This design comes from an exercise in tuning for small area, a short achievable clock period and few clock cycles on the open sky130 flow, not from production work.
Function was checked by simulation only, so behaviour that the tests miss may differ from the original.
Power and IR drop assume default switching activity.

## config.mk

```make
export PLATFORM = sky130hd
export DESIGN_NAME = source_text_tokenizer_top
export DESIGN_NICKNAME = source_text_tokenizer_top
export VERILOG_FILES = /design/flow/design.v
export SDC_FILE = /design/flow/constraint.sdc
export NUM_CORES = 4
export LEC_CHECK = 0
export CAP_MARGIN = 20
export CORE_MARGIN = 2
export CORE_UTILIZATION = 30
export PLACE_DENSITY = 0.45
export SETUP_SLACK_MARGIN = 5
export SLEW_MARGIN = 20
```

## constraint.sdc

```tcl
create_clock -name core_clock -period 9.0 [get_ports {clk_i}]
set_input_delay 1.8000 -clock core_clock [delete_from_list [all_inputs] [get_ports {clk_i}]]
set_output_delay 1.8000 -clock core_clock [all_outputs]
set_load 0.01 [all_outputs]
```

## design.v

```verilog
package stt_pkg;
  localparam int unsigned OffsetBits   = 24;
  localparam int unsigned PositionBits = 16;
  localparam logic [OffsetBits-1:0]   OffMax = {OffsetBits{1'b1}};
  localparam logic [PositionBits-1:0] PosMax = {PositionBits{1'b1}};
  localparam logic [15:0]             LenMax = 16'hFFFF;
  localparam logic [2:0] MIdle     = 3'd0;
  localparam logic [2:0] MIdent    = 3'd1;
  localparam logic [2:0] MNumber   = 3'd2;
  localparam logic [2:0] MFraction = 3'd3;
  localparam logic [2:0] MString   = 3'd4;
  localparam logic [2:0] MEscape   = 3'd5;
  localparam logic [2:0] MComment  = 3'd6;
  localparam logic [2:0] MEnded    = 3'd7;
  localparam logic [2:0] PNone  = 3'd0;
  localparam logic [2:0] PSlash = 3'd1;
  localparam logic [2:0] PEq    = 3'd2;
  localparam logic [2:0] PBang  = 3'd3;
  localparam logic [2:0] PLt    = 3'd4;
  localparam logic [2:0] PGt    = 3'd5;
  localparam logic [2:0] PDot   = 3'd6;
  localparam logic [5:0] KEnd     = 6'd0;
  localparam logic [5:0] KIdent   = 6'd1;
  localparam logic [5:0] KNumber  = 6'd2;
  localparam logic [5:0] KString  = 6'd3;
  localparam logic [5:0] KKw0     = 6'd4;
  localparam logic [5:0] KLParen  = 6'd24;
  localparam logic [5:0] KRParen  = 6'd25;
  localparam logic [5:0] KLBrace  = 6'd26;
  localparam logic [5:0] KRBrace  = 6'd27;
  localparam logic [5:0] KSemi    = 6'd28;
  localparam logic [5:0] KComma   = 6'd29;
  localparam logic [5:0] KDot     = 6'd30;
  localparam logic [5:0] KAssign  = 6'd31;
  localparam logic [5:0] KBang    = 6'd33;
  localparam logic [5:0] KLt      = 6'd35;
  localparam logic [5:0] KGt      = 6'd37;
  localparam logic [5:0] KPlus    = 6'd39;
  localparam logic [5:0] KMinus   = 6'd40;
  localparam logic [5:0] KStar    = 6'd41;
  localparam logic [5:0] KSlash   = 6'd42;
  localparam logic [5:0] KStrByte = 6'd44;
  localparam logic [5:0] KBadChar = 6'd45;
  localparam logic [5:0] KUnterm  = 6'd46;
  localparam int unsigned NumKw = 20;
  localparam logic [1:0] PosCur = 2'd0;
  localparam logic [1:0] PosRun = 2'd1;
  localparam logic [1:0] PosOp  = 2'd2;
  function automatic logic [63:0] kw_text(input int k);
    logic [63:0] w;
    w = '0;
    case (k)
      0:  w[23:0] = {"t", "e", "l"};
      1:  w[39:0] = {"t", "n", "i", "r", "p"};
      2:  w[15:0] = {"f", "i"};
      3:  w[31:0] = {"e", "s", "l", "e"};
      4:  w[39:0] = {"e", "l", "i", "h", "w"};
      5:  w[31:0] = {"e", "u", "r", "t"};
      6:  w[39:0] = {"e", "s", "l", "a", "f"};
      7:  w[23:0] = {"l", "i", "n"};
      8:  w[23:0] = {"d", "n", "a"};
      9:  w[15:0] = {"r", "o"};
      10: w[15:0] = {"i", "u"};
      11: w[31:0] = {"t", "i", "n", "i"};
      12: w[31:0] = {"t", "x", "e", "t"};
      13: w[47:0] = {"n", "o", "t", "t", "u", "b"};
      14: w[39:0] = {"t", "u", "p", "n", "i"};
      15: w[23:0] = {"n", "u", "r"};
      16: w[39:0] = {"r", "a", "e", "l", "c"};
      17: w[39:0] = {"e", "l", "t", "i", "t"};
      18: w[47:0] = {"t", "c", "e", "l", "e", "s"};
      19: w[63:0] = {"x", "o", "b", "k", "c", "e", "h", "c"};
      default: w = '0;
    endcase
    kw_text = w;
  endfunction
  function automatic int kw_len(input int k);
    int l;
    case (k)
      0, 7, 8, 15:            l = 3;
      1, 4, 6, 14, 16, 17:    l = 5;
      2, 9, 10:               l = 2;
      3, 5, 11, 12:           l = 4;
      13, 18:                 l = 6;
      19:                     l = 8;
      default:                l = 0;
    endcase
    kw_len = l;
  endfunction
endpackage
module stt_kw_match (
  input  logic [7:0]  c_i,        
  input  logic [15:0] len_i,      
  input  logic        open_i,     
  input  logic [stt_pkg::NumKw-1:0] mask_i,
  output logic [stt_pkg::NumKw-1:0] mask_o,
  output logic [5:0]  kind_o      
);
  logic short_len;
  assign short_len = len_i[15:3] == 13'd0;
  logic [63:0] w;
  always_comb begin
    for (int k = 0; k < stt_pkg::NumKw; k++) begin
      w = stt_pkg::kw_text(k);
      if (open_i) begin
        mask_o[k] = c_i == w[7:0];
      end else begin
        mask_o[k] = 1'b0;
        for (int i = 1; i < stt_pkg::kw_len(k); i++) begin
          if (short_len && len_i[2:0] == 3'(i) && c_i == w[i*8 +: 8])
            mask_o[k] = mask_i[k];
        end
      end
    end
  end
  logic [5:0] kw_kind;
  always_comb begin
    kw_kind = 6'd0;
    for (int k = 0; k < stt_pkg::NumKw; k++) begin
      if (mask_i[k] && len_i == 16'(stt_pkg::kw_len(k))) kw_kind = kw_kind | (stt_pkg::KKw0 + 6'(k));
    end
    kind_o = (kw_kind != 6'd0) ? kw_kind : stt_pkg::KIdent;
  end
endmodule
module stt_core (
  input  logic        clk_i,
  input  logic        rst_ni,
  input  logic        go_i,
  input  logic        out_ready_i,
  input  logic [7:0]  text_byte_i,
  input  logic        end_of_text_i,
  output logic        done_o,      
  output logic        out_valid_o,
  output logic [5:0]  out_kind_o,
  output logic [23:0] out_off_o,
  output logic [15:0] out_len_o,
  output logic [15:0] out_line_o,
  output logic [15:0] out_col_o,
  output logic [7:0]  out_sb_o,
  output logic        out_last_o
);
  localparam logic [1:0] LRun = 2'd3;
  logic [2:0]  mode_q, mode_d;
  logic [2:0]  pend_q, pend_d;
  logic        halt_q, halt_d;
  logic [23:0] off_q;                
  logic [15:0] line_q, col_q;
  logic        adv_q;                
  logic        lastlf_q;             
  logic [23:0] cur_off;              
  logic [15:0] cur_line, cur_col;
  logic [23:0] p_off_q;              
  logic [15:0] p_line_q, p_col_q;
  logic [15:0] len_q, len_d;
  logic        ppend_q;                     
  logic [stt_pkg::NumKw-1:0] kwm_q, kwm_d;
  logic        ov_q;
  logic [5:0]  kind_q;
  logic [7:0]  sb_q;
  logic        last_q;
  logic [1:0]  lsel_q;
  logic [7:0]  c;
  logic        eot;
  logic        is_alpha, is_digit, is_blank, is_lf, is_quote, is_bslash, is_dot, is_eq;
  logic        is_slash, is_bang, is_lt, is_gt, is_hold, is_open;
  logic [5:0]  single_kind;
  logic        is_single;
  logic [15:0] len_inc;
  logic [5:0]  kw_kind;
  logic        kw_open;
  logic        close_res, fall, fall_res, split;
  logic [5:0]  close_kind, fall_kind;
  logic [1:0]  close_pos;
  logic [1:0]  close_len, fall_len;
  logic [7:0]  sb;
  logic        open_run, hold_op, advance, emit, more;
  assign eot = end_of_text_i || (text_byte_i == 8'd0);
  assign c = text_byte_i;
  assign is_alpha  = (c >= "a" && c <= "z") || (c >= "A" && c <= "Z") || c == "_";
  assign is_digit  = c >= "0" && c <= "9";
  assign is_lf     = c == 8'h0A;
  assign is_blank  = c == " " || c == 8'h09 || c == 8'h0D || is_lf;
  assign is_quote  = c == "\"";
  assign is_bslash = c == "\\";
  assign is_dot    = c == ".";
  assign is_eq     = c == "=";
  assign is_slash  = c == "/";
  assign is_bang   = c == "!";
  assign is_lt     = c == "<";
  assign is_gt     = c == ">";
  assign is_hold   = is_slash || is_eq || is_bang || is_lt || is_gt;
  assign is_open   = is_alpha || is_digit || is_quote;
  always_comb begin
    is_single = 1'b1;
    case (c)
      "(":     single_kind = stt_pkg::KLParen;
      ")":     single_kind = stt_pkg::KRParen;
      "{":     single_kind = stt_pkg::KLBrace;
      "}":     single_kind = stt_pkg::KRBrace;
      ";":     single_kind = stt_pkg::KSemi;
      ",":     single_kind = stt_pkg::KComma;
      ".":     single_kind = stt_pkg::KDot;
      "+":     single_kind = stt_pkg::KPlus;
      "-":     single_kind = stt_pkg::KMinus;
      "*":     single_kind = stt_pkg::KStar;
      default: begin single_kind = stt_pkg::KBadChar; is_single = 1'b0; end
    endcase
  end
  assign len_inc = (len_q != stt_pkg::LenMax) ? len_q + 16'd1 : len_q;
  assign cur_off  = (adv_q && off_q != stt_pkg::OffMax) ? off_q + 24'd1 : off_q;
  assign cur_line = (adv_q && lastlf_q && line_q != stt_pkg::PosMax) ? line_q + 16'd1 : line_q;
  assign cur_col  = (adv_q && lastlf_q) ? 16'd1 :
                    (adv_q && col_q != stt_pkg::PosMax) ? col_q + 16'd1 : col_q;
  stt_kw_match u_kw (
    .c_i(c), .len_i(len_q), .open_i(kw_open), .mask_i(kwm_q), .mask_o(kwm_d), .kind_o(kw_kind)
  );
  always_comb begin
    fall_res = 1'b1;
    fall_kind = single_kind;
    fall_len = 2'd1;
    if (eot) begin
      fall_kind = stt_pkg::KEnd; fall_len = 2'd0;
    end else if (is_blank || is_open || is_hold) begin
      fall_res = 1'b0;
    end else if (!is_single) begin
      fall_len = 2'd0;
    end
  end
  always_comb begin
    mode_d = mode_q; pend_d = pend_q; halt_d = halt_q; len_d = len_q;
    close_res = 1'b0; close_kind = stt_pkg::KEnd; close_pos = stt_pkg::PosRun; close_len = 2'd0;
    fall = 1'b0; split = 1'b0; more = 1'b0;
    kw_open = 1'b0;
    open_run = 1'b0; hold_op = 1'b0;
    sb = 8'd0;
    case (mode_q)
      stt_pkg::MString: begin
        if (eot) begin
          close_res = 1'b1; close_kind = stt_pkg::KUnterm; halt_d = 1'b1;
        end else if (is_quote) begin
          len_d = len_inc; close_res = 1'b1; close_kind = stt_pkg::KString; close_len = LRun;
          mode_d = stt_pkg::MIdle;
        end else if (is_bslash) begin
          len_d = len_inc; mode_d = stt_pkg::MEscape;
        end else begin
          len_d = len_inc; close_res = 1'b1; close_kind = stt_pkg::KStrByte; sb = c;
        end
      end
      stt_pkg::MEscape: begin
        if (eot) begin
          close_res = 1'b1; close_kind = stt_pkg::KUnterm; halt_d = 1'b1;
        end else begin
          len_d = len_inc; mode_d = stt_pkg::MString; close_res = 1'b1; close_kind = stt_pkg::KStrByte;
          sb = (c == "n") ? 8'h0A : (c == "t") ? 8'h09 : (c == "r") ? 8'h0D : c;
        end
      end
      stt_pkg::MComment: begin
        if (eot || is_lf) begin
          mode_d = stt_pkg::MIdle; fall = 1'b1;
        end
      end
      stt_pkg::MIdent: begin
        if (!eot && (is_alpha || is_digit)) begin
          len_d = len_inc;
        end else begin
          close_res = 1'b1; close_kind = kw_kind; close_len = LRun;
          mode_d = stt_pkg::MIdle; fall = 1'b1;
        end
      end
      stt_pkg::MNumber, stt_pkg::MFraction: begin
        if (pend_q == stt_pkg::PDot) begin
          if (!eot && is_digit) begin
            len_d = (len_q < 16'hFFFE) ? len_q + 16'd2 : stt_pkg::LenMax;
            mode_d = stt_pkg::MFraction; pend_d = stt_pkg::PNone;
          end else begin
            close_res = 1'b1; close_kind = stt_pkg::KNumber; close_len = LRun;
            mode_d = stt_pkg::MIdle; pend_d = stt_pkg::PDot; split = 1'b1; more = 1'b1;
          end
        end else if (!eot && is_digit) begin
          len_d = len_inc;
        end else if (!eot && is_dot && mode_q == stt_pkg::MNumber) begin
          pend_d = stt_pkg::PDot; hold_op = 1'b1;
        end else begin
          close_res = 1'b1; close_kind = stt_pkg::KNumber; close_len = LRun;
          mode_d = stt_pkg::MIdle; fall = 1'b1;
        end
      end
      stt_pkg::MEnded: begin
        close_res = 1'b1; close_kind = stt_pkg::KEnd; close_pos = stt_pkg::PosCur;
      end
      default: begin
        pend_d = stt_pkg::PNone;
        close_pos = stt_pkg::PosOp;
        case (pend_q)
          stt_pkg::PSlash: begin
            if (!eot && is_slash) begin
              mode_d = stt_pkg::MComment;
            end else begin
              close_res = 1'b1; close_kind = stt_pkg::KSlash; close_len = 2'd1; fall = 1'b1;
            end
          end
          stt_pkg::PEq, stt_pkg::PBang, stt_pkg::PLt, stt_pkg::PGt: begin
            close_res = 1'b1;
            case (pend_q)
              stt_pkg::PEq:   close_kind = stt_pkg::KAssign;
              stt_pkg::PBang: close_kind = stt_pkg::KBang;
              stt_pkg::PLt:   close_kind = stt_pkg::KLt;
              default:        close_kind = stt_pkg::KGt;
            endcase
            if (!eot && is_eq) begin
              close_kind = close_kind + 6'd1; close_len = 2'd2;
            end else begin
              close_len = 2'd1; fall = 1'b1;
            end
          end
          stt_pkg::PDot: begin
            close_res = 1'b1; close_kind = stt_pkg::KDot; close_len = 2'd1; fall = 1'b1;
          end
          default: begin
            fall = 1'b1;
          end
        endcase
      end
    endcase
    if (fall && close_res && (fall_res || (!eot && is_open && close_len == LRun))) begin
      split = 1'b1; more = fall_res;
      mode_d = stt_pkg::MIdle; pend_d = stt_pkg::PNone;
    end
    if (fall && !split) begin
      if (eot) begin
        mode_d = stt_pkg::MEnded;
      end else if (is_open) begin
        mode_d = is_alpha ? stt_pkg::MIdent : is_digit ? stt_pkg::MNumber : stt_pkg::MString;
        len_d = 16'd1; open_run = 1'b1; kw_open = 1'b1;
      end else if (is_hold) begin
        pend_d = is_slash ? stt_pkg::PSlash : is_eq ? stt_pkg::PEq : is_bang ? stt_pkg::PBang :
                 is_lt ? stt_pkg::PLt : stt_pkg::PGt;
        hold_op = 1'b1;
      end else if (!is_blank && !is_single) begin
        halt_d = 1'b1;
      end
    end
    if (halt_q) begin
      mode_d = mode_q; pend_d = pend_q; halt_d = halt_q; len_d = len_q;
      close_res = 1'b0; fall = 1'b0; split = 1'b0; open_run = 1'b0; hold_op = 1'b0;
    end
  end
  assign done_o = !split;
  assign emit = close_res || (fall && fall_res);
  assign advance = done_o && !eot && !halt_d && mode_q != stt_pkg::MEnded;
  logic [1:0]  pos_sel;
  assign pos_sel = close_res ? close_pos : stt_pkg::PosCur;
  always_ff @(posedge clk_i or negedge rst_ni) begin
    if (!rst_ni) begin
      mode_q <= stt_pkg::MIdle; pend_q <= stt_pkg::PNone; halt_q <= 1'b0;
      off_q <= '0; line_q <= 16'd1; col_q <= 16'd1; adv_q <= 1'b0;
      ov_q <= 1'b0; ppend_q <= 1'b0;
    end else begin
      if (go_i) ppend_q <= open_run && emit;
      if (go_i) begin
        mode_q <= mode_d; pend_q <= pend_d; halt_q <= halt_d;
        if (advance) begin
          off_q <= cur_off; line_q <= cur_line; col_q <= cur_col; adv_q <= 1'b1;
        end
      end
      if (go_i) ov_q <= emit;
      else if (out_ready_i) ov_q <= 1'b0;
    end
  end
  always_ff @(posedge clk_i) begin
    if (go_i) begin
      len_q <= len_d;
      kwm_q <= kwm_d;
      if (advance) lastlf_q <= is_lf;
      if (emit && pos_sel == stt_pkg::PosCur || open_run && !emit) begin
        p_off_q <= cur_off; p_line_q <= cur_line; p_col_q <= cur_col;
      end else if (emit && pos_sel == stt_pkg::PosOp || ppend_q) begin
        p_off_q <= off_q; p_line_q <= line_q; p_col_q <= col_q;
      end
      if (emit) begin
        kind_q <= close_res ? close_kind : fall_kind;
        lsel_q <= close_res ? close_len : fall_len;
        sb_q <= sb;
        last_q <= !more;
      end
    end
  end
  assign out_valid_o = ov_q;
  assign out_kind_o  = kind_q;
  assign out_off_o   = p_off_q;
  assign out_line_o  = p_line_q;
  assign out_col_o   = p_col_q;
  assign out_len_o   = (lsel_q == LRun) ? len_q : {14'd0, lsel_q};
  assign out_sb_o    = sb_q;
  assign out_last_o  = last_q;
endmodule
module source_text_tokenizer_top (
  input  logic        clk_i,
  input  logic        rst_ni,
  input  logic        in_valid,
  output logic        in_ready,
  input  logic [7:0]  in_text_byte,
  input  logic        in_end_of_text,
  output logic        out_valid,
  input  logic        out_ready,
  output logic [5:0]  out_kind,
  output logic [23:0] out_start_offset,
  output logic [15:0] out_token_length,
  output logic [15:0] out_token_line,
  output logic [15:0] out_token_col,
  output logic [7:0]  out_string_byte,
  output logic        out_last
);
  logic       hv_q, sv_q;
  logic [7:0] hb_q, sb_q;
  logic       he_q, se_q;
  logic       take, go, done;
  assign in_ready = !sv_q;
  assign take = in_valid && !sv_q;
  assign go = hv_q && (!out_valid || out_ready);
  stt_core u_core (
    .clk_i, .rst_ni, .go_i(go), .out_ready_i(out_ready),
    .text_byte_i(hb_q), .end_of_text_i(he_q), .done_o(done),
    .out_valid_o(out_valid), .out_kind_o(out_kind), .out_off_o(out_start_offset),
    .out_len_o(out_token_length), .out_line_o(out_token_line), .out_col_o(out_token_col),
    .out_sb_o(out_string_byte), .out_last_o(out_last)
  );
  always_ff @(posedge clk_i or negedge rst_ni) begin
    if (!rst_ni) begin
      hv_q <= 1'b0; sv_q <= 1'b0;
    end else begin
      if (!hv_q || (go && done)) begin
        hv_q <= sv_q || take;
        sv_q <= sv_q && take;
      end else begin
        sv_q <= sv_q || take;
      end
    end
  end
  always_ff @(posedge clk_i) begin
    if (!hv_q || (go && done)) begin
      if (sv_q) begin
        hb_q <= sb_q; he_q <= se_q;
      end else if (take) begin
        hb_q <= in_text_byte; he_q <= in_end_of_text;
      end
    end
    if (take) begin
      sb_q <= in_text_byte; se_q <= in_end_of_text;
    end
  end
endmodule
```

## run.sh

```bash
#!/bin/bash
# synth_recipe.tcl (not shown) runs the flow's synth.tcl, then flattens the netlist and writes it again
# the make line also repeats each setting of config.mk as NAME=value (left out here)
make -C /OpenROAD-flow-scripts/flow DESIGN_CONFIG=/design/flow/config.mk WORK_HOME=/design/flow/orfs CLKGATE_MAP_FILE= SYNTH_SCRIPT=/design/flow/synth_recipe.tcl finish
```

==> flow_metrics.env, run 1 <==
export IMPL_register_area_um2=5550
export IMPL_design_area_um2=14300
export IMPL_critical_path_arrival_ns=3.94
export IMPL_period_share=0.428
export IMPL_seq_area_frac_synth=0.460
export IMPL_cap_viol_max_count=0
export IMPL_areaGrowthSynthToFinish_pct=18.3
export IMPL_power_clock_fraction=0.409
export IMPL_floorplan_initialDensity=0.303
export IMPL_io_buffers=101
export IMPL_placement_cell_area_um2=13500
export IMPL_clk_latency_ns=0.46
export IMPL_wire_per_inst_um=19.5
export IMPL_track_usage=0.181
export IMPL_tritoncts="done"
export IMPL_wl_mm=37.1
export IMPL_fill_cell_count=4073
export IMPL_core_area_um2=39700
export IMPL_synth_enable_flop_cells=128
export IMPL_fin_setup_tns_ns=0
export IMPL_critical_path_maximum_fanout=56
export IMPL_worstHoldPathType="register to register"
export IMPL_ys_warnings_count=3
export IMPL_grt_setup_unrepaired="yes"
export IMPL_total_number_of_h_tree_levels=4
export IMPL_switching_share=0.252
export IMPL_die_width_um=204
export IMPL_fin_nets=1382
export IMPL_timing_clock_skew_ns=0.0169
export IMPL_grt_first_pass_wirelength_mm=58.9
export IMPL_required_ns=9.09
export IMPL_cts_hold_buf=0
export IMPL_r2r_setup_slack_ns=5.15
export IMPL_critical_path_endpoint="u_core.p_off_q[12]"
export IMPL_worst_r2r_cell_count=9
export IMPL_syn_nets=1322
export IMPL_site_rows=73
export IMPL_total_area_of_multi_input_combinational_cells_um2=6190
export IMPL_hold_viol_final=0
export IMPL_static_leakage_power_nw=5.39
export IMPL_worst_slew_pin_slew_ns=1.10
export IMPL_setup_viol=0
export IMPL_ys_flop_type="sky130_fd_sc_hd__edfxtp_1"
export IMPL_critical_path_endpoint_category="register"
export IMPL_cts_made_buffers=17
export IMPL_cts_root_buffer="sky130_fd_sc_hd__clkbuf_16"
export IMPL_dpl_hpwl_mm=26.0
export IMPL_power_share_combinational=0.057
export IMPL_yosysUniqueCellTypes=90
export IMPL_yosys_register_bits=196
export IMPL_timing_max_transition_violations_final=0
export IMPL_synthTopCellsByArea="sky130_fd_sc_hd__edfxtp_1 (32%), sky130_fd_sc_hd__dfrtp_1 (14%), sky130_fd_sc_hd__o21ai_0 (4.6%), sky130_fd_sc_hd__xor2_1 (4.6%), sky130_fd_sc_hd__nor2_1 (4.1%)"
export IMPL_drive_above_1_share=0.0824
export IMPL_num_antenna_cells=0
export IMPL_place_gp_congestion=0.895
export IMPL_grt_max_degree=69
export IMPL_detail_route_antenna_nets=0
export IMPL_net_switching_power_mw=0.458
export IMPL_synth_largest_area_cell="sky130_fd_sc_hd__edfxtp_1"
export IMPL_power_report_internal_total_mw=1.36
export IMPL_vdd_ir_drop_worst_v=0.000125
export IMPL_synth_top_area_frac=0.319
export IMPL_routed_vias=10400
export IMPL_cts_clk_slew_worst_paths_ns=0.07
export IMPL_result_of_the_run="timing/DRC/antenna clean"
export IMPL_fp_dieArea_um2=41800
export IMPL_startpoint_type="register"
export IMPL_synth_cells=1299
export IMPL_grt_antenna_before_repair=0
export IMPL_critical_path_startpoint="hb_q[1]"
export IMPL_synth_top_cells_by_count="sky130_fd_sc_hd__nor2_1 (132), sky130_fd_sc_hd__edfxtp_1 (128), sky130_fd_sc_hd__nand2_1 (118)"
export IMPL_grt_pass1_vias=9906
export IMPL_boundaryPins=102
export IMPL_route_detailed_drc=0
export IMPL_async_flop_share=0.347
export IMPL_detailedRoute_firstPassIterationCount=6
export IMPL_worstReg2RegStart="hb_q[1]"
export IMPL_tritoncts_num_sinks=196
export IMPL_drt_iter0_drc=856
export IMPL_post_synth_instance_area_um2=12100
export IMPL_p_seq_frac=0.535
export IMPL_die_height_um=204
export IMPL_relSlewSlack=0.266
export IMPL_cell_with_the_most_instances_after_synthesis="sky130_fd_sc_hd__nor2_1"
export IMPL_synth_avg_cell_area_um2=9.28
export IMPL_grt_overflow_total=0
export IMPL_viasPerCell=5.50
export IMPL_critical_path_reg2reg_endpoint="u_core.p_off_q[12]"
export IMPL_fmax_mhz=260
export IMPL_clock_tree_buffer_depth=2
export IMPL_fin_crit_ns=3.85
export IMPL_power_density_nw_per_um2=127
export IMPL_worst_setup_path_type="register to register"
[cells in the final DEF, fill, tap and decap left out, drive strengths merged, types with 28 or more instances in the layout]
master | netlist | routed
a21oi | 70 | 70
a31oi | 29 | 29
and3 | 39 | 39
clkdlybuf4s50 | 0 | 100
dfrtp | 66 | 66
edfxtp | 128 | 128
inv | 24 | 28
nand2 | 120 | 120
nand3 | 67 | 67
nand4 | 30 | 30
nor2 | 132 | 132
nor3 | 40 | 40
o21ai | 113 | 113
xor2 | 63 | 63
[how the worst min path moves through the flow]
stage	cells after the start	slack, ns	endpoint	start
2_1_floorplan	2	0.45	u_core.ppend_q	u_core.ppend_q
3_3_place_gp	2	0.49	u_core.ppend_q	u_core.ppend_q
3_5_place_dp	2	0.48	u_core.ppend_q	u_core.ppend_q
4_1_cts	2	0.50	u_core.ppend_q	u_core.ppend_q
5_1_grt	1	0.54	u_core.line_q[3]	u_core.line_q[3]
6_report	2	0.49	u_core.ppend_q	u_core.ppend_q
[area by class of cell]
class	count	area share
multi-input cells	995	0.434
flip-flops and latches	196	0.389
repair buffers	124	0.0845
well taps	525	0.0461
clock buffers	18	0.0301
clock inverters	14	0.00860
inverters	25	0.00790
[registers in the layout (all words and copies together) (netlist names), 2 cells and up]
signal	cells
u_core.off_q	24
u_core.p_off_q	24
u_core.kwm_q	20
u_core.col_q	16
u_core.len_q	16
u_core.line_q	16
u_core.p_col_q	16
u_core.p_line_q	16
hb_q	8
sb_q	8
u_core.sb_q	8
u_core.kind_q	6
u_core.mode_q	3
u_core.pend_q	3
u_core.lsel_q	2
[critical path: stages, from the launching register on]
cell                       delay, ns
sky130_fd_sc_hd__edfxtp_1       0.37
sky130_fd_sc_hd__buf_4          0.26
sky130_fd_sc_hd__or4_1          0.55
sky130_fd_sc_hd__o32a_2         0.27
sky130_fd_sc_hd__a311oi_4       0.47
sky130_fd_sc_hd__o32ai_4        0.23
sky130_fd_sc_hd__nor2_2         0.44
sky130_fd_sc_hd__a21oi_1        0.20
sky130_fd_sc_hd__a21oi_4        0.18
sky130_fd_sc_hd__buf_6          0.45
[metrics by stage]
stage	hold WS [ns]	utilization	setup WS, ns	std cells	total power [mW]
after floorplan	0.451	-	5.21	1299	1.04
after global placement	0.489	0.340	3.28	1856	1.08
after detailed placement	0.480	0.340	3.31	1856	1.08
after CTS	0.496	0.356	5.01	1893	1.84
after global routing	0.536	0.359	4.97	1897	1.88
final	0.493	0.359	5.15	1897	1.82
[routing by layer]
metal / global-route usage / vias to the layer above / part of all wire
li1: - / 4981 / -
met1: 0.250 / 5083 / 0.47
met2: 0.288 / 326 / 0.46
met3: 0.0298 / 48 / 0.045
met4: 0.0593 / 0 / 0.023
met5: 0 / - / 0
[power groups by stage]
stage	Sequential [mW]	Combinational, mW	Clock (mW)
finish	0.971	0.103	0.743
global route	0.972	0.111	0.799
CTS	0.971	0.0976	0.768
detailed placement	0.992	0.0923	0
global placement	0.992	0.0928	0
floorplan	0.984	0.0608	0
[cell families (layout without fill, tap and decap cells)]
group           after synthesis  after routing  share of synthesized area
buf+inv                     108            181                     0.0381
simple gates                531            531                      0.225
mux                          15             15                     0.0142
flops                       196            196                      0.460
compound gates              352            352                      0.189
fa+ha+maj                    10             10                     0.0104
xor+xnor                     87             87                     0.0632
[repair_timing]
action | in CTS | in global routing
buffers inserted | 5 | 4
gates resized for setup | 17 | 12
endpoints found under the setup margin | 183 | 186
pin swaps | 0 | 1
hold endpoints to repair | 0 | 0
Testbench counts, summed over its fixed seeds: cycles 24,327.
==> inputs of run 2 (changes only) <==
==> flow/run.sh (new file) <==
#!/bin/bash
set -euo pipefail
export BUFFER_PORTS_ARGS="-buffer_cell sky130_fd_sc_hd__buf_1"
export CTS_ARGS="-sink_clustering_enable -repair_clock_nets -dont_use_dummy_load -buf_list sky130_fd_sc_hd__clkbuf_8"
bash standard.sh > standard_flow.log 2>&1
==> standard.sh (new file) <==
#!/bin/bash
# synth_recipe.tcl (not shown) runs the flow's synth.tcl, then flattens the netlist and writes it again
# the make line also repeats each setting of config.mk as NAME=value (left out here)
make -C /OpenROAD-flow-scripts/flow DESIGN_CONFIG=/design/flow/config.mk WORK_HOME=/design/flow/orfs CLKGATE_MAP_FILE= SYNTH_SCRIPT=/design/flow/synth_recipe.tcl "${@:-finish}"
--- a/config.mk
+++ b/config.mk
@@ -7,7 +7,7 @@
 export LEC_CHECK = 0
 export CAP_MARGIN = 20
 export CORE_MARGIN = 2
-export CORE_UTILIZATION = 30
-export PLACE_DENSITY = 0.45
+export CORE_UTILIZATION = 60
+export PLACE_DENSITY = 0.7
 export SETUP_SLACK_MARGIN = 5
 export SLEW_MARGIN = 20
removed: run.sh
==> run 2 against run 1 <==
Via count grew 1.4%. Highest routed layer unchanged. Register-to-register slack lost 0.02 ns. Power shrank 17%. Final cell count shrank 14%. Combinational power shrank 5%. Critical path depth is the same. Utilization grew 30 points. Fmax shrank 0.57%. Final area shrank 9.0%. Hold slack lost 0.0011 ns. Clock power shrank about 40%. Flip-flop and latch count is the same.
==> flow_metrics.env, run 2 <==
export IMPL_worst_slew_pin_slew_ns=0.987
export IMPL_final_cell_mix="sky130_fd_sc_hd__nor2_1 (130), sky130_fd_sc_hd__edfxtp_1 (128), sky130_fd_sc_hd__nand2_1 (118)"
export IMPL_timing_clock_skew_ns=0.0479
export IMPL_synth_enable_flop_cells=128
export IMPL_yosys_register_bits=196
export IMPL_viasPerCell=6.49
export IMPL_ys_warnings_count=3
export IMPL_fmax_mhz=258
export IMPL_power_total_mw=1.51
export IMPL_ys_flop_type="sky130_fd_sc_hd__edfxtp_1"
export IMPL_fp_dieArea_um2=21200
export IMPL_route_detailed_drc=0
export IMPL_hold_viol_final=0
export IMPL_critical_path_arrival_ns=4.00
export IMPL_synth_avg_cell_area_um2=9.28
export IMPL_cts_made_buffers=17
export IMPL_fin_setup_tns_ns=0
export IMPL_static_leakage_power_nw=5.05
export IMPL_boundaryPins=102
export IMPL_synth_top_area_frac=0.319
export IMPL_floorplan_initialDensity=0.616
export IMPL_detailedRoute_firstPassIterationCount=6
export IMPL_wl_mm=32.1
export IMPL_required_ns=9.13
export IMPL_power_density_nw_per_um2=116
export IMPL_startpoint_type="register"
export IMPL_die_width_um=146
export IMPL_areaGrowthSynthToFinish_pct=7.63
export IMPL_vdd_ir_drop_worst_v=0.0000926
export IMPL_worst_setup_path_type="register to register"
export IMPL_die_height_um=146
export IMPL_fin_crit_ns=3.87
export IMPL_async_flop_share=0.347
export IMPL_cap_viol_max_count=0
export IMPL_r2r_setup_slack_ns=5.13
export IMPL_relSlewSlack=0.339
export IMPL_timing_max_transition_violations_final=0
export IMPL_detail_route_antenna_nets=0
export IMPL_hold_slack_ns=0.492
export IMPL_syn_nets=1322
export IMPL_track_usage=0.302
export IMPL_fin_nets=1391
export IMPL_drive_above_1_share=0.0776
export IMPL_synth_largest_area_cell="sky130_fd_sc_hd__edfxtp_1"
export IMPL_worstReg2RegStart="hb_q[1]"
export IMPL_grt_first_pass_wirelength_mm=51.8
export IMPL_dpl_hpwl_mm=22.3
export IMPL_core_area_um2=19600
export IMPL_routed_vias=10600
export IMPL_synth_cells=1299
export IMPL_hold_depth=2
export IMPL_tritoncts="done"
export IMPL_fill_cell_count=1640
export IMPL_seq_area_frac_synth=0.460
export IMPL_cts_root_buffer="sky130_fd_sc_hd__clkbuf_8"
export IMPL_cts_clk_slew_worst_paths_ns=0.08
export IMPL_total_number_of_h_tree_levels=4
export IMPL_yosysUniqueCellTypes=90
export IMPL_cell_with_the_most_instances_after_synthesis="sky130_fd_sc_hd__nor2_1"
export IMPL_largest_registers="u_core.off_q: 24 flops, u_core.p_off_q: 24 flops, u_core.kwm_q: 20 flops"
export IMPL_place_gp_congestion=0.936
export IMPL_timing_hold_worst_endpoint="u_core.ppend_q"
export IMPL_synth_top_cells_by_count="sky130_fd_sc_hd__nor2_1 (132), sky130_fd_sc_hd__edfxtp_1 (128), sky130_fd_sc_hd__nand2_1 (118)"
export IMPL_hp_start="u_core.ppend_q"
export IMPL_tritoncts_num_sinks=196
export IMPL_cts_hold_buf=0
export IMPL_worstHoldPathType="register to register"
export IMPL_grt_max_degree=69
export IMPL_drt_iter0_drc=1027
export IMPL_io_buffers=101
export IMPL_synthTopCellsByArea="sky130_fd_sc_hd__edfxtp_1 (32%), sky130_fd_sc_hd__dfrtp_1 (14%), sky130_fd_sc_hd__o21ai_0 (4.6%), sky130_fd_sc_hd__xor2_1 (4.6%), sky130_fd_sc_hd__nor2_1 (4.1%)"
export IMPL_grt_setup_unrepaired="no"
export IMPL_grt_antenna_before_repair=0
export IMPL_site_rows=51
export IMPL_clock_tree_buffer_depth=2
export IMPL_layout_commonest_cell="sky130_fd_sc_hd__nor2_1"
export IMPL_grt_pass1_vias=9814
export IMPL_grt_overflow_total=0
export IMPL_critical_path_reg2reg_endpoint="hb_q[6]"
export IMPL_critical_path_endpoint_category="register"
export IMPL_clk_latency_ns=0.48
export IMPL_wire_per_inst_um=19.6
export IMPL_period_share=0.430
export IMPL_setup_viol=0
export IMPL_critical_path_maximum_fanout=11
export IMPL_result_of_the_run="timing/DRC/antenna clean"
export IMPL_post_synth_instance_area_um2=12100
export IMPL_worst_r2r_cell_count=9
==> run 2: cell count changes in the layout (fill, tap and decap cells not counted), moves of 3 or more <==
cell | previous run | this run
sky130_fd_sc_hd__clkinv_4 | 4 | 1
sky130_fd_sc_hd__clkbuf_8 | 0 | 17
sky130_fd_sc_hd__clkbuf_16 | 17 | 0
sky130_fd_sc_hd__inv_6 | 3 | 0
sky130_fd_sc_hd__buf_4 | 21 | 30
sky130_fd_sc_hd__buf_1 | 0 | 100
sky130_fd_sc_hd__clkdlybuf4s50_1 | 100 | 0
sky130_fd_sc_hd__clkinvlp_4 | 3 | 0
==> run 2: kinds of logic (layout without fill, tap and decap cells) <==
logic type,count (synthesis),count (layout),synth area share
simple gates,531,531,0.225
compound gates,352,352,0.189
flops,196,196,0.460
buf+inv,108,175,0.0381
xor+xnor,87,87,0.0632
mux,15,15,0.0142
fa+ha+maj,10,10,0.0104
other cells,0,1,0
==> run 2: timing repair <==
item                                    in CTS  in global routing
gates resized for setup                     10                  8
endpoints found under the setup margin     177                 94
setup buffers                               11                  9
pin swaps                                    0                  1
hold endpoints to repair                     0                  0
==> run 2: stage by stage <==
stage	instances	worst slack (ns)	instance area (um2)	utilization
after CTS	1622	5.01	12900	0.657
final	1632	5.13	13000	0.662
after global routing	1631	4.98	13000	0.662
after global placement	1594	3.81	12500	0.639
after detailed placement	1594	3.82	12500	0.639
after floorplan	1299	5.21	12100	-
==> run 2: worst max path at each step <==
stage / startpoint / endpoint
2_1_floorplan: out_ready / u_core.off_q[1]
4_1_cts: hb_q[3] / u_core.p_col_q[12]
3_3_place_gp: out_ready / u_core.off_q[1]
6_report: hb_q[1] / hb_q[6]
5_1_grt: hb_q[7] / hb_q[6]
3_5_place_dp: out_ready / u_core.off_q[1]
==> run 2: worst max-delay path, cell delays in order, from the launching register on <==
cell	delay (ns)
sky130_fd_sc_hd__edfxtp_1	0.48
sky130_fd_sc_hd__buf_4	0.22
sky130_fd_sc_hd__or2_1	0.32
sky130_fd_sc_hd__o41ai_2	0.65
sky130_fd_sc_hd__o211ai_1	0.30
sky130_fd_sc_hd__o32ai_4	0.42
sky130_fd_sc_hd__a21o_2	0.23
sky130_fd_sc_hd__o21bai_1	0.11
sky130_fd_sc_hd__a31oi_1	0.43
sky130_fd_sc_hd__nor2b_4	0.38
==> run 2: cell type report <==
class	instances	area, um2	share of cell area
Multi-Input combinational cell	995	6120	0.472
Antenna cell	1	2.50	0.000193
Sequential cell	196	5550	0.428
Tap cell	265	332	0.0255
Timing Repair Buffer	133	637	0.0491
Clock buffer	17	234	0.0180
Inverter	25	98.8	0.00762
==> run 2: report_power, final <==
group	switching, mW	total, mW	internal, mW
Clock	0.275	0.443	0.168
Combinational	0.0648	0.0974	0.0326
Sequential	0.00853	0.970	0.962
==> run 2: per-layer routing <==
metal | share of wire | vias up | track usage
met5 | 0 | - | 0
met4 | 0.025 | 0 | 0.0936
met3 | 0.082 | 62 | 0.0589
met2 | 0.46 | 523 | 0.476
met1 | 0.43 | 5023 | 0.423
li1 | - | 4978 | -
==> inputs of run 3 (changes only) <==
==> flow/run.sh (replaced) <==
#!/bin/bash
set -euo pipefail
export BUFFER_PORTS_ARGS="-buffer_cell sky130_fd_sc_hd__buf_1"
export CTS_ARGS="-sink_clustering_enable -repair_clock_nets -dont_use_dummy_load -buf_list sky130_fd_sc_hd__clkbuf_8 -sink_clustering_size 12"
bash standard.sh > standard_flow.log 2>&1
==> run 3 against run 2 <==
Die area unchanged. Utilization unchanged. Clock skew unchanged. Combinational power about the same. Synthesized cell count unchanged. Register-to-register slack about the same. Wire length unchanged. Sequential share of layout area unchanged. Largest cell class unchanged.
==> flow_metrics.env, run 3 <==
export IMPL_result_of_the_run="timing/DRC/antenna clean"
export IMPL_largest_registers="u_core.off_q: 24 flops, u_core.p_off_q: 24 flops, u_core.kwm_q: 20 flops"
export IMPL_dpl_cell_count=1594
export IMPL_dpl_hpwl_mm=22.3
export IMPL_synthTopCellsByArea="sky130_fd_sc_hd__edfxtp_1 (32%), sky130_fd_sc_hd__dfrtp_1 (14%), sky130_fd_sc_hd__o21ai_0 (4.6%), sky130_fd_sc_hd__xor2_1 (4.6%), sky130_fd_sc_hd__nor2_1 (4.1%)"
export IMPL_tritoncts_num_sinks=196
export IMPL_synth_top_cells_by_count="sky130_fd_sc_hd__nor2_1 (132), sky130_fd_sc_hd__edfxtp_1 (128), sky130_fd_sc_hd__nand2_1 (118)"
export IMPL_tritoncts="done"
export IMPL_die_height_um=146
export IMPL_areaGrowthSynthToFinish_pct=7.63
export IMPL_worst_slew_pin_slew_ns=0.987
export IMPL_critical_path_endpoint_category="register"
export IMPL_grt_max_degree=69
export IMPL_critical_path_n_buffers_inverters=1
export IMPL_grt_overflow_total=0
export IMPL_route_detailed_drc=0
export IMPL_wl_mm=32.1
export IMPL_worst_setup_path_type="register to register"
export IMPL_period_share=0.430
export IMPL_critical_path_startpoint="hb_q[1]"
export IMPL_yosysUniqueCellTypes=90
export IMPL_required_ns=9.13
export IMPL_track_usage=0.302
export IMPL_setup_viol=0
export IMPL_synth_enable_flop_cells=128
export IMPL_async_flop_share=0.347
export IMPL_drt_iter0_drc=1027
export IMPL_fmax_mhz=258
export IMPL_startpoint_type="register"
export IMPL_yosys_register_bits=196
export IMPL_hold_slack_ns=0.492
export IMPL_critical_path_slowest_cell="sky130_fd_sc_hd__o41ai_2"
export IMPL_fp_dieArea_um2=21200
export IMPL_ys_flop_type="sky130_fd_sc_hd__edfxtp_1"
export IMPL_grt_setup_unrepaired="no"
export IMPL_cts_root_buffer="sky130_fd_sc_hd__clkbuf_8"
export IMPL_worstHoldPathType="register to register"
export IMPL_finish_cell_count_without_fillers=1632
export IMPL_synth_avg_cell_area_um2=9.28
export IMPL_seq_area_frac_synth=0.460
export IMPL_final_cell_mix="sky130_fd_sc_hd__nor2_1 (130), sky130_fd_sc_hd__edfxtp_1 (128), sky130_fd_sc_hd__nand2_1 (118)"
export IMPL_relSlewSlack=0.339
export IMPL_grt_pass1_vias=9814
export IMPL_synth_largest_area_cell="sky130_fd_sc_hd__edfxtp_1"
export IMPL_detail_route_antenna_nets=0
export IMPL_clk_latency_ns=0.48
export IMPL_fin_crit_ns=3.87
export IMPL_detailedRoute_firstPassIterationCount=6
export IMPL_clock_tree_buffer_depth=2
export IMPL_post_synth_instance_area_um2=12100
export IMPL_drive_above_1_share=0.0776
export IMPL_critical_path_arrival_ns=4.00
export IMPL_fill_cell_count=1640
export IMPL_hold_viol_final=0
export IMPL_place_gp_congestion=0.936
export IMPL_cts_clk_slew_worst_paths_ns=0.08
export IMPL_cts_made_buffers=17
export IMPL_fin_nets=1391
export IMPL_io_buffers=101
export IMPL_power_total_mw=1.51
export IMPL_die_width_um=146
export IMPL_cap_viol_max_count=0
export IMPL_path_cells="buf_4, or2_1, o41ai_2, o211ai_1, o32ai_4, a21o_2, o21bai_1, a31oi_1, nor2b_4"
export IMPL_synth_top_area_frac=0.319
export IMPL_critical_path_max_stage_delay_ns=0.65
export IMPL_critical_path_maximum_fanout=11
export IMPL_hp_start="u_core.ppend_q"
export IMPL_ys_warnings_count=3
export IMPL_synth_cells=1299
export IMPL_core_area_um2=19600
export IMPL_grt_first_pass_wirelength_mm=51.8
export IMPL_timing_max_transition_violations_final=0
export IMPL_worst_path_dominant_cell_family="compound AO/OA/AOI/OAI gates"
export IMPL_syn_nets=1322
export IMPL_fin_setup_tns_ns=0
export IMPL_static_leakage_power_nw=5.05
export IMPL_timing_clock_skew_ns=0.0479
export IMPL_wire_per_inst_um=19.6
export IMPL_vdd_ir_drop_worst_v=0.0000926
export IMPL_grt_antenna_before_repair=0
export IMPL_routed_vias=10600
export IMPL_layout_commonest_cell="sky130_fd_sc_hd__nor2_1"
export IMPL_site_rows=51
export IMPL_viasPerCell=6.49
export IMPL_floorplan_initialDensity=0.616
export IMPL_worstReg2RegStart="hb_q[1]"
export IMPL_boundaryPins=102
export IMPL_cell_with_the_most_instances_after_synthesis="sky130_fd_sc_hd__nor2_1"
export IMPL_power_density_nw_per_um2=116
export IMPL_total_number_of_h_tree_levels=4
run 3: path summary, 6_finish.rpt:
kind                               endpoint  cells past startpoint  slack, ns
setup / recovery                    hb_q[6]                      9       5.13
hold / removal               u_core.ppend_q                      2       0.49
setup reg to reg                    hb_q[6]                      9       5.13
hold reg to reg              u_core.ppend_q                      2       0.49
max in group asynchronous  u_core.mode_q[1]                      2       6.75
min in group asynchronous   u_core.col_q[8]                      2       1.54
run 3: power by group:
group / internal [mW] / switching, mW
Combinational: 0.0326 / 0.0648
Sequential: 0.962 / 0.00853
Clock: 0.168 / 0.275
run 3: what timing repair did:
item	CTS	global route
buffers inserted	11	9
cloned	0	0
setup endpoints to repair	177	94
hold buffers	0	0
resized for setup	10	8
pin swaps	0	1
run 3: cells by family after synthesis:
kind of cell             Yosys count  synth area share
flip-flops                       196             0.460
adder cells (fa/ha/maj)           10            0.0104
AO/OA/AOI/OAI                    352             0.189
AND/OR/NAND/NOR                  531             0.225
buffers and inverters            108            0.0381
multiplexers                      15            0.0142
XOR/XNOR                          87            0.0632
run 3: tightest hold or removal path, stage by stage, from the launching register on:
cell and delay [ns]:
sky130_fd_sc_hd__dfrtp_1 0.35, sky130_fd_sc_hd__nand2_1 0.05, sky130_fd_sc_hd__o21ai_0 0.06
run 3: area by class of cell:
type | count | area [um2] | share of cell area
timing repair buffer | 133 | 637 | 0.0491
multi-input combinational | 995 | 6120 | 0.472
clock buffer | 17 | 234 | 0.0180
inverter | 25 | 98.8 | 0.00762
antenna | 1 | 2.50 | 0.000193
tap | 265 | 332 | 0.0255
sequential | 196 | 5550 | 0.428
run 3: per-stage QoR:
step	cell area [um2]	worst slack, ns	util
global route	13000	4.98	0.662
finish	13000	5.13	0.662
CTS	12900	5.01	0.657
floorplan	12100	5.21	-
global placement	12500	3.81	0.639
detailed placement	12500	3.82	0.639
run 3: routing by layer:
metal  GRT usage  share of wire
met5           0              0
met4      0.0936          0.025
met3      0.0589          0.082
met2       0.476           0.46
met1       0.423           0.43
==> inputs of run 4 (changes only) <==
==> flow/run.sh (replaced) <==
#!/bin/bash
set -euo pipefail
export BUFFER_PORTS_ARGS="-buffer_cell sky130_fd_sc_hd__buf_1"
export CTS_ARGS="-sink_clustering_enable -repair_clock_nets -dont_use_dummy_load -root_buf sky130_fd_sc_hd__clkbuf_16 -buf_list sky130_fd_sc_hd__clkbuf_8"
bash standard.sh > standard_flow.log 2>&1
==> run 4 against run 3 <==
Wire length barely moved. Critical path depth is 2 higher. Critical endpoint is now u_core.off_q[1]. Hold slack is essentially flat. Utilization is essentially flat.
==> flow_metrics.env, run 4 <==
export IMPL_detail_route_antenna_nets=0
export IMPL_layout_commonest_cell="sky130_fd_sc_hd__nor2_1"
export IMPL_startpoint_type="register"
export IMPL_cap_viol_max_count=0
export IMPL_grt_antenna_before_repair=0
export IMPL_routed_vias=10600
export IMPL_largest_registers="u_core.off_q: 24 flops, u_core.p_off_q: 24 flops, u_core.kwm_q: 20 flops"
export IMPL_cts_hold_buf=0
export IMPL_async_flop_share=0.347
export IMPL_die_height_um=146
export IMPL_site_rows=51
export IMPL_place_gp_congestion=0.936
export IMPL_cts_clk_slew_worst_paths_ns=0.08
export IMPL_synth_top_cells_by_count="sky130_fd_sc_hd__nor2_1 (132), sky130_fd_sc_hd__edfxtp_1 (128), sky130_fd_sc_hd__nand2_1 (118)"
export IMPL_finish_cell_count_without_fillers=1631
export IMPL_period_share=0.433
export IMPL_floorplan_initialDensity=0.616
export IMPL_worstHoldPathType="register to register"
export IMPL_grt_overflow_total=0
export IMPL_num_antenna_cells=0
export IMPL_final_cell_mix="sky130_fd_sc_hd__nor2_1 (130), sky130_fd_sc_hd__edfxtp_1 (128), sky130_fd_sc_hd__nand2_1 (118)"
export IMPL_cell_with_the_most_instances_after_synthesis="sky130_fd_sc_hd__nor2_1"
export IMPL_tritoncts_num_sinks=196
export IMPL_worst_setup_path_type="register to register"
export IMPL_cts_made_buffers=17
export IMPL_relSlewSlack=0.333
export IMPL_wl_mm=32.0
export IMPL_synth_top_area_frac=0.319
export IMPL_power_density_nw_per_um2=117
export IMPL_synth_largest_area_cell="sky130_fd_sc_hd__edfxtp_1"
export IMPL_die_width_um=146
export IMPL_fin_crit_ns=3.90
export IMPL_worst_slew_pin_slew_ns=0.996
export IMPL_ys_flop_type="sky130_fd_sc_hd__edfxtp_1"
export IMPL_static_leakage_power_nw=5.05
export IMPL_timing_clock_skew_ns=0.0459
export IMPL_grt_setup_unrepaired="no"
export IMPL_syn_nets=1322
export IMPL_critical_path_maximum_fanout=47
export IMPL_yosys_register_bits=196
export IMPL_clk_latency_ns=0.41
export IMPL_setup_viol=0
export IMPL_fmax_mhz=257
export IMPL_io_buffers=101
export IMPL_vdd_ir_drop_worst_v=0.0000929
export IMPL_synth_avg_cell_area_um2=9.28
export IMPL_result_of_the_run="timing/DRC/antenna clean"
export IMPL_ys_warnings_count=3
export IMPL_core_area_um2=19600
export IMPL_tritoncts="done"
export IMPL_wire_per_inst_um=19.6
export IMPL_dpl_cell_count=1594
export IMPL_areaGrowthSynthToFinish_pct=7.70
export IMPL_viasPerCell=6.48
export IMPL_hold_viol_final=0
export IMPL_grt_pass1_vias=9810
export IMPL_seq_area_frac_synth=0.460
export IMPL_detailedRoute_firstPassIterationCount=8
export IMPL_synth_enable_flop_cells=128
export IMPL_required_ns=9.26
export IMPL_grt_first_pass_wirelength_mm=51.8
export IMPL_timing_max_transition_violations_final=0
export IMPL_boundaryPins=102
export IMPL_clock_tree_buffer_depth=2
export IMPL_drt_iter0_drc=971
export IMPL_critical_path_arrival_ns=4.16
export IMPL_synth_cells=1299
export IMPL_cts_root_buffer="sky130_fd_sc_hd__clkbuf_16"
export IMPL_post_synth_instance_area_um2=12100
export IMPL_dpl_hpwl_mm=22.3
export IMPL_track_usage=0.302
export IMPL_fin_nets=1391
export IMPL_total_number_of_h_tree_levels=4
export IMPL_synthTopCellsByArea="sky130_fd_sc_hd__edfxtp_1 (32%), sky130_fd_sc_hd__dfrtp_1 (14%), sky130_fd_sc_hd__o21ai_0 (4.6%), sky130_fd_sc_hd__xor2_1 (4.6%), sky130_fd_sc_hd__nor2_1 (4.1%)"
export IMPL_drive_above_1_share=0.0776
export IMPL_yosysUniqueCellTypes=90
export IMPL_grt_max_degree=69
export IMPL_fp_dieArea_um2=21200
export IMPL_route_detailed_drc=0
export IMPL_fin_setup_tns_ns=0
export IMPL_critical_path_endpoint_category="register"
run 4: final timing paths:
path	startpoint	to	slack (ns)	cells past startpoint
worst min register to register	u_core.ppend_q	u_core.ppend_q	0.49	2
worst min-delay path	u_core.ppend_q	u_core.ppend_q	0.49	2
max in group asynchronous	rst_ni	u_core.mode_q[1]	6.67	2
worst max register to register	hb_q[0]	u_core.off_q[1]	5.10	11
worst max-delay path	hb_q[0]	u_core.off_q[1]	5.10	11
min in group asynchronous	rst_ni	u_core.col_q[8]	1.61	2
run 4: power by group:
part / switching (mW) / leakage (nW) / internal [mW]
combinational: 0.0647 / 2.65 / 0.0326
clock: 0.277 / 0.127 / 0.180
sequential: 0.00850 / 2.28 / 0.962
total: 0.350 / 5.05 / 1.17
run 4: kinds of logic (layout without fill, tap and decap cells):
| kind of cell | count (synthesis) | count (layout) | synth area share |
|---|---|---|---|
| adders and majority gates | 10 | 10 | 0.0104 |
| muxes | 15 | 15 | 0.0142 |
| and+or+nand+nor | 531 | 531 | 0.225 |
| DFF | 196 | 196 | 0.460 |
| AOI/OAI and AO/OA | 352 | 352 | 0.189 |
| buffers and inverters | 108 | 175 | 0.0381 |
| xor gates and xnor gates | 87 | 87 | 0.0632 |
run 4: cell type report:
class                   instances  area, um2
clock buffers                  17        245
fillers                      1634       6600
flip-flops and latches        196       5550
multi-input cells             995       6120
inverters                      25       98.8
well taps                     265        332
repair buffers                133        637
run 4: timing repair:
item / in CTS / in global routing
setup endpoints to repair: 177 / 98
pin swaps: 0 / 1
gates resized for setup: 10 / 8
endpoints found under the hold margin: 0 / 0
buffers inserted: 11 / 9
run 4: critical path: stages (launching register included):
cell and delay [ns]:
sky130_fd_sc_hd__edfxtp_1 0.37, sky130_fd_sc_hd__buf_4 0.25, sky130_fd_sc_hd__or4_1 0.53, sky130_fd_sc_hd__o32a_2 0.28, sky130_fd_sc_hd__a21o_1 0.23, sky130_fd_sc_hd__nor4_1 0.61, sky130_fd_sc_hd__nand4_1 0.27, sky130_fd_sc_hd__o211ai_4 0.14
sky130_fd_sc_hd__buf_6 0.36, sky130_fd_sc_hd__inv_2 0.22, sky130_fd_sc_hd__and2_4 0.22, sky130_fd_sc_hd__mux2_4 0.28
run 4: per-stage QoR:
stage	total power [mW]	area (um2)	utilization	setup slack, ns	hold slack [ns]
after floorplan	1.04	12100	-	5.21	0.451
after global placement	1.07	12500	0.639	3.81	0.479
after detailed placement	1.07	12500	0.639	3.82	0.478
after CTS	1.53	12900	0.658	5.00	0.494
after global routing	1.57	13000	0.663	4.98	0.537
final	1.52	13000	0.663	5.10	0.492
run 4: layer usage:
layer,GRT usage,part of all wire,vias to the layer above
li1,-,-,4979
met1,0.424,0.43,4999
met2,0.479,0.47,523
met3,0.0583,0.085,64
met4,0.0902,0.023,0
met5,0,0,-
==> inputs of run 5 (changes only) <==
==> flow/run.sh (replaced) <==
#!/bin/bash
set -euo pipefail
export BUFFER_PORTS_ARGS="-buffer_cell sky130_fd_sc_hd__buf_1"
export CTS_ARGS="-sink_clustering_enable -repair_clock_nets -dont_use_dummy_load -buf_list sky130_fd_sc_hd__clkbuf_8 -sink_buffer_max_cap_derate 0.6"
export SETUP_SLACK_MARGIN=5.5
bash standard.sh > standard_flow.log 2>&1
--- a/config.mk
+++ b/config.mk
@@ -9,5 +9,4 @@
 export CORE_MARGIN = 2
 export CORE_UTILIZATION = 60
 export PLACE_DENSITY = 0.7
-export SETUP_SLACK_MARGIN = 5
 export SLEW_MARGIN = 20
==> run 5 against run 4 <==
Largest cell class unchanged. Still clean. Via count is 4.5% higher. Critical endpoint is now u_core.p_off_q[1]. Final area rose by 4.1%. Highest routed layer unchanged. Sequential power is essentially flat. Non-clock buffer count rose by 27. Critical path type unchanged. Die area unchanged. Setup slack improved by 0.45 ns. First-iteration DRC count grew 25%. Final cell count rose by 1.8%.
==> flow_metrics.env, run 5 <==
export IMPL_static_leakage_power_nw=5.29
export IMPL_die_width_um=146
export IMPL_grt_antenna_before_repair=2
export IMPL_areaGrowthSynthToFinish_pct=12.1
export IMPL_hold_depth=1
export IMPL_core_area_um2=19600
export IMPL_synth_top_cells_by_count="sky130_fd_sc_hd__nor2_1 (132), sky130_fd_sc_hd__edfxtp_1 (128), sky130_fd_sc_hd__nand2_1 (118)"
export IMPL_ys_flop_type="sky130_fd_sc_hd__edfxtp_1"
export IMPL_seq_area_frac_synth=0.460
export IMPL_switching_share=0.234
export IMPL_fp_dieArea_um2=21200
export IMPL_r2r_setup_slack_ns=5.55
export IMPL_wire_per_inst_um=20.9
export IMPL_final_cell_mix="sky130_fd_sc_hd__nor2_1 (129), sky130_fd_sc_hd__edfxtp_1 (128), sky130_fd_sc_hd__nand2_1 (118)"
export IMPL_layout_commonest_cell="sky130_fd_sc_hd__nor2_1"
export IMPL_grt_overflow_total=0
export IMPL_viasPerCell=6.65
export IMPL_ys_warnings_count=3
export IMPL_boundaryPins=102
export IMPL_largest_registers="u_core.off_q: 24 flops, u_core.p_off_q: 24 flops, u_core.kwm_q: 20 flops"
export IMPL_worst_setup_path_type="register to register"
export IMPL_power_density_nw_per_um2=113
export IMPL_hold_viol_final=0
export IMPL_grt_first_pass_wirelength_mm=53.5
export IMPL_post_synth_instance_area_um2=12100
export IMPL_critical_path_slowest_cell="sky130_fd_sc_hd__edfxtp_1"
export IMPL_result_of_the_run="timing/DRC/antenna clean"
export IMPL_clk_latency_ns=0.49
export IMPL_detailedRoute_firstPassIterationCount=6
export IMPL_hp_start="u_core.line_q[6]"
export IMPL_cts_root_buffer="sky130_fd_sc_hd__clkbuf_8"
export IMPL_detail_route_antenna_nets=0
export IMPL_io_buffers=101
export IMPL_utilization=0.690
export IMPL_grt_max_degree=69
export IMPL_cell_with_the_most_instances_after_synthesis="sky130_fd_sc_hd__nor2_1"
export IMPL_net_switching_power_mw=0.357
export IMPL_cts_clk_slew_worst_paths_ns=0.10
export IMPL_wl_mm=34.6
export IMPL_relSlewSlack=0.289
export IMPL_critical_path_reg2reg_endpoint="u_core.p_off_q[1]"
export IMPL_critical_path_max_stage_delay_ns=0.51
export IMPL_synth_avg_cell_area_um2=9.28
export IMPL_total_number_of_h_tree_levels=4
export IMPL_grt_setup_unrepaired="yes"
export IMPL_period_share=0.383
export IMPL_synth_top_area_frac=0.319
export IMPL_critical_path_endpoint_category="register"
export IMPL_vdd_ir_drop_worst_v=0.0000881
export IMPL_required_ns=9.24
export IMPL_synth_largest_area_cell="sky130_fd_sc_hd__edfxtp_1"
export IMPL_syn_nets=1322
export IMPL_floorplan_initialDensity=0.616
export IMPL_p_seq_frac=0.634
export IMPL_clock_tree_buffer_depth=2
export IMPL_grt_pass1_vias=10100
export IMPL_power_clock_fraction=0.291
export IMPL_power_report_internal_total_mw=1.17
export IMPL_synthTopCellsByArea="sky130_fd_sc_hd__edfxtp_1 (32%), sky130_fd_sc_hd__dfrtp_1 (14%), sky130_fd_sc_hd__o21ai_0 (4.6%), sky130_fd_sc_hd__xor2_1 (4.6%), sky130_fd_sc_hd__nor2_1 (4.1%)"
export IMPL_worst_slew_pin_slew_ns=1.06
export IMPL_worst_r2r_cell_count=11
export IMPL_async_flop_share=0.347
export IMPL_setup_viol=0
export IMPL_cts_hold_buf=0
export IMPL_cts_made_buffers=17
export IMPL_drt_iter0_drc=1209
export IMPL_route_detailed_drc=0
export IMPL_tritoncts_num_sinks=196
export IMPL_routed_vias=11000
export IMPL_synth_enable_flop_cells=128
export IMPL_power_share_combinational=0.075
export IMPL_site_rows=51
export IMPL_place_gp_congestion=0.941
export IMPL_worstHoldPathType="register to register"
export IMPL_critical_path_arrival_ns=3.69
export IMPL_drive_above_1_share=0.112
export IMPL_fin_nets=1419
export IMPL_timing_max_transition_violations_final=0
export IMPL_yosysUniqueCellTypes=90
export IMPL_tritoncts="done"
export IMPL_fin_crit_ns=3.45
export IMPL_timing_hold_worst_endpoint="u_core.line_q[6]"
export IMPL_dpl_hpwl_mm=22.8
export IMPL_path_cells="clkbuf_2, buf_4, nand2_1, o32a_4, a311oi_4, buf_6, a311oi_2, nor3_2, a31o_2, and2_1, mux2_2"
export IMPL_timing_clock_skew_ns=0.0505
export IMPL_fmax_mhz=290
export IMPL_startpoint_type="register"
export IMPL_track_usage=0.313
export IMPL_cap_viol_max_count=0
export IMPL_worstReg2RegStart="hb_q[3]"
export IMPL_die_height_um=146
export IMPL_critical_path_maximum_fanout=10
export IMPL_yosys_register_bits=196
export IMPL_synth_cells=1299
export IMPL_fin_setup_tns_ns=0
## run 5: cell counts after synthesis
No cell type changed its count.
## run 5: cell families after synthesis
family / share of synthesized area
fa+ha+maj: 0.0104
xor+xnor: 0.0632
compound gates: 0.189
simple gates: 0.225
flops: 0.460
buf+inv: 0.0381
mux: 0.0142
## run 5: area by class of cell
type,count,area (um2)
fillers,1578,6070
well taps,265,332
diodes,2,5.00
repair buffers,160,981
flip-flops and latches,196,5550
inverters,25,109
multi-input cells,996,6310
clock buffers,17,234
## run 5: power groups by stage
stage | clock network, mW | logic, mW | registers (mW)
global placement | 0 | 0.0768 | 0.996
finish | 0.445 | 0.115 | 0.968
floorplan | 0 | 0.0636 | 0.984
CTS | 0.444 | 0.0996 | 0.969
detailed placement | 0 | 0.0766 | 0.997
global route | 0.475 | 0.122 | 0.968
## run 5: routing by layer
| layer | up-vias | wire length [um] | part of all wire | global-route usage |
|---|---|---|---|---|
| li1 | 5030 | - | - | - |
| met1 | 5226 | 14000 | 0.41 | 0.420 |
| met2 | 662 | 16400 | 0.47 | 0.504 |
| met3 | 127 | 2680 | 0.077 | 0.0439 |
| met4 | 0 | 1500 | 0.043 | 0.149 |
| met5 | - | 0 | 0 | 0 |
## run 5: repair_timing
item / CTS / global route
cloned: 1 / 7
endpoints found under the setup margin: 246 / 186
buffers inserted: 22 / 21
pin swaps: 0 / 9
resized for setup: 23 / 34
## run 5: per-stage QoR
stage	cells	setup WS [ns]	hold slack (ns)	power (mW)	area, um2
floorplan	1299	5.41	0.451	1.05	12200
global placement	1591	4.51	0.467	1.07	12600
detailed placement	1591	4.45	0.478	1.07	12600
CTS	1631	5.39	0.501	1.51	13100
global route	1661	5.48	0.522	1.57	13500
finish	1661	5.55	0.512	1.53	13500
## run 5: worst max path at each step
stage / startpoint / cells after the start / end / slack, ns
after floorplan: hb_q[3] / 8 / u_core.p_col_q[0] / 5.41
after global placement: out_ready / 11 / u_core.off_q[1] / 4.51
after detailed placement: out_ready / 11 / u_core.off_q[1] / 4.45
after CTS: hb_q[7] / 9 / u_core.line_q[1] / 5.39
after global routing: hb_q[3] / 11 / u_core.p_off_q[1] / 5.48
final: hb_q[3] / 11 / u_core.p_off_q[1] / 5.55
## run 5: worst max-delay path, delay by kind of cell, from the launching register on
family | cells | cell delay [ns]
compound gates | 4 | 1.20
buf+inv | 3 | 0.55
flops | 1 | 0.51
mux | 1 | 0.36
simple gates | 3 | 0.58

-- afterwards: timing with drivers on the ports --
In the flow no input, the clock included, has a driving cell. The finished layouts below were timed again as built, in two steps.
Step 1 sets driving cells, clkbuf_16 on the clock port and buf_2 on the other inputs (assumed; they add their load-dependent delay and slew).
Step 2 moves the port delays by t, midway between the first and last clock arrival at a register: inputs arrive t later, outputs are due t later. That takes back most of the time a late clock gives input paths.
Three values: ideal ports, drivers, drivers and shift; two values: the first two.
run | t, ns | setup slack, ns | worst setup path after step 2 | worst register clock-pin slew, ns | pins driven straight from the clock port
run 1 | 0.502 | 5.152 / 5.152 / 4.711 | input to register | 0.08 / 0.08 | 1
run 2 | 0.503 | 5.131 / 5.131 / 4.728 | input to register | 0.12 / 0.12 | 1
run 3 | 0.503 | 5.131 / 5.131 / 4.728 | input to register | 0.12 / 0.12 | 1
run 4 | 0.438 | 5.103 / 5.103 / 4.740 | input to register | 0.12 / 0.12 | 1
run 5 | 0.518 | 5.550 / 5.550 / 5.192 | input to register | 0.12 / 0.12 | 1
After both steps every run listed still meets setup and hold. The setup slack of run 1, which loses most, moves by 0.000 ns with the drivers and by -0.441 ns with both steps.
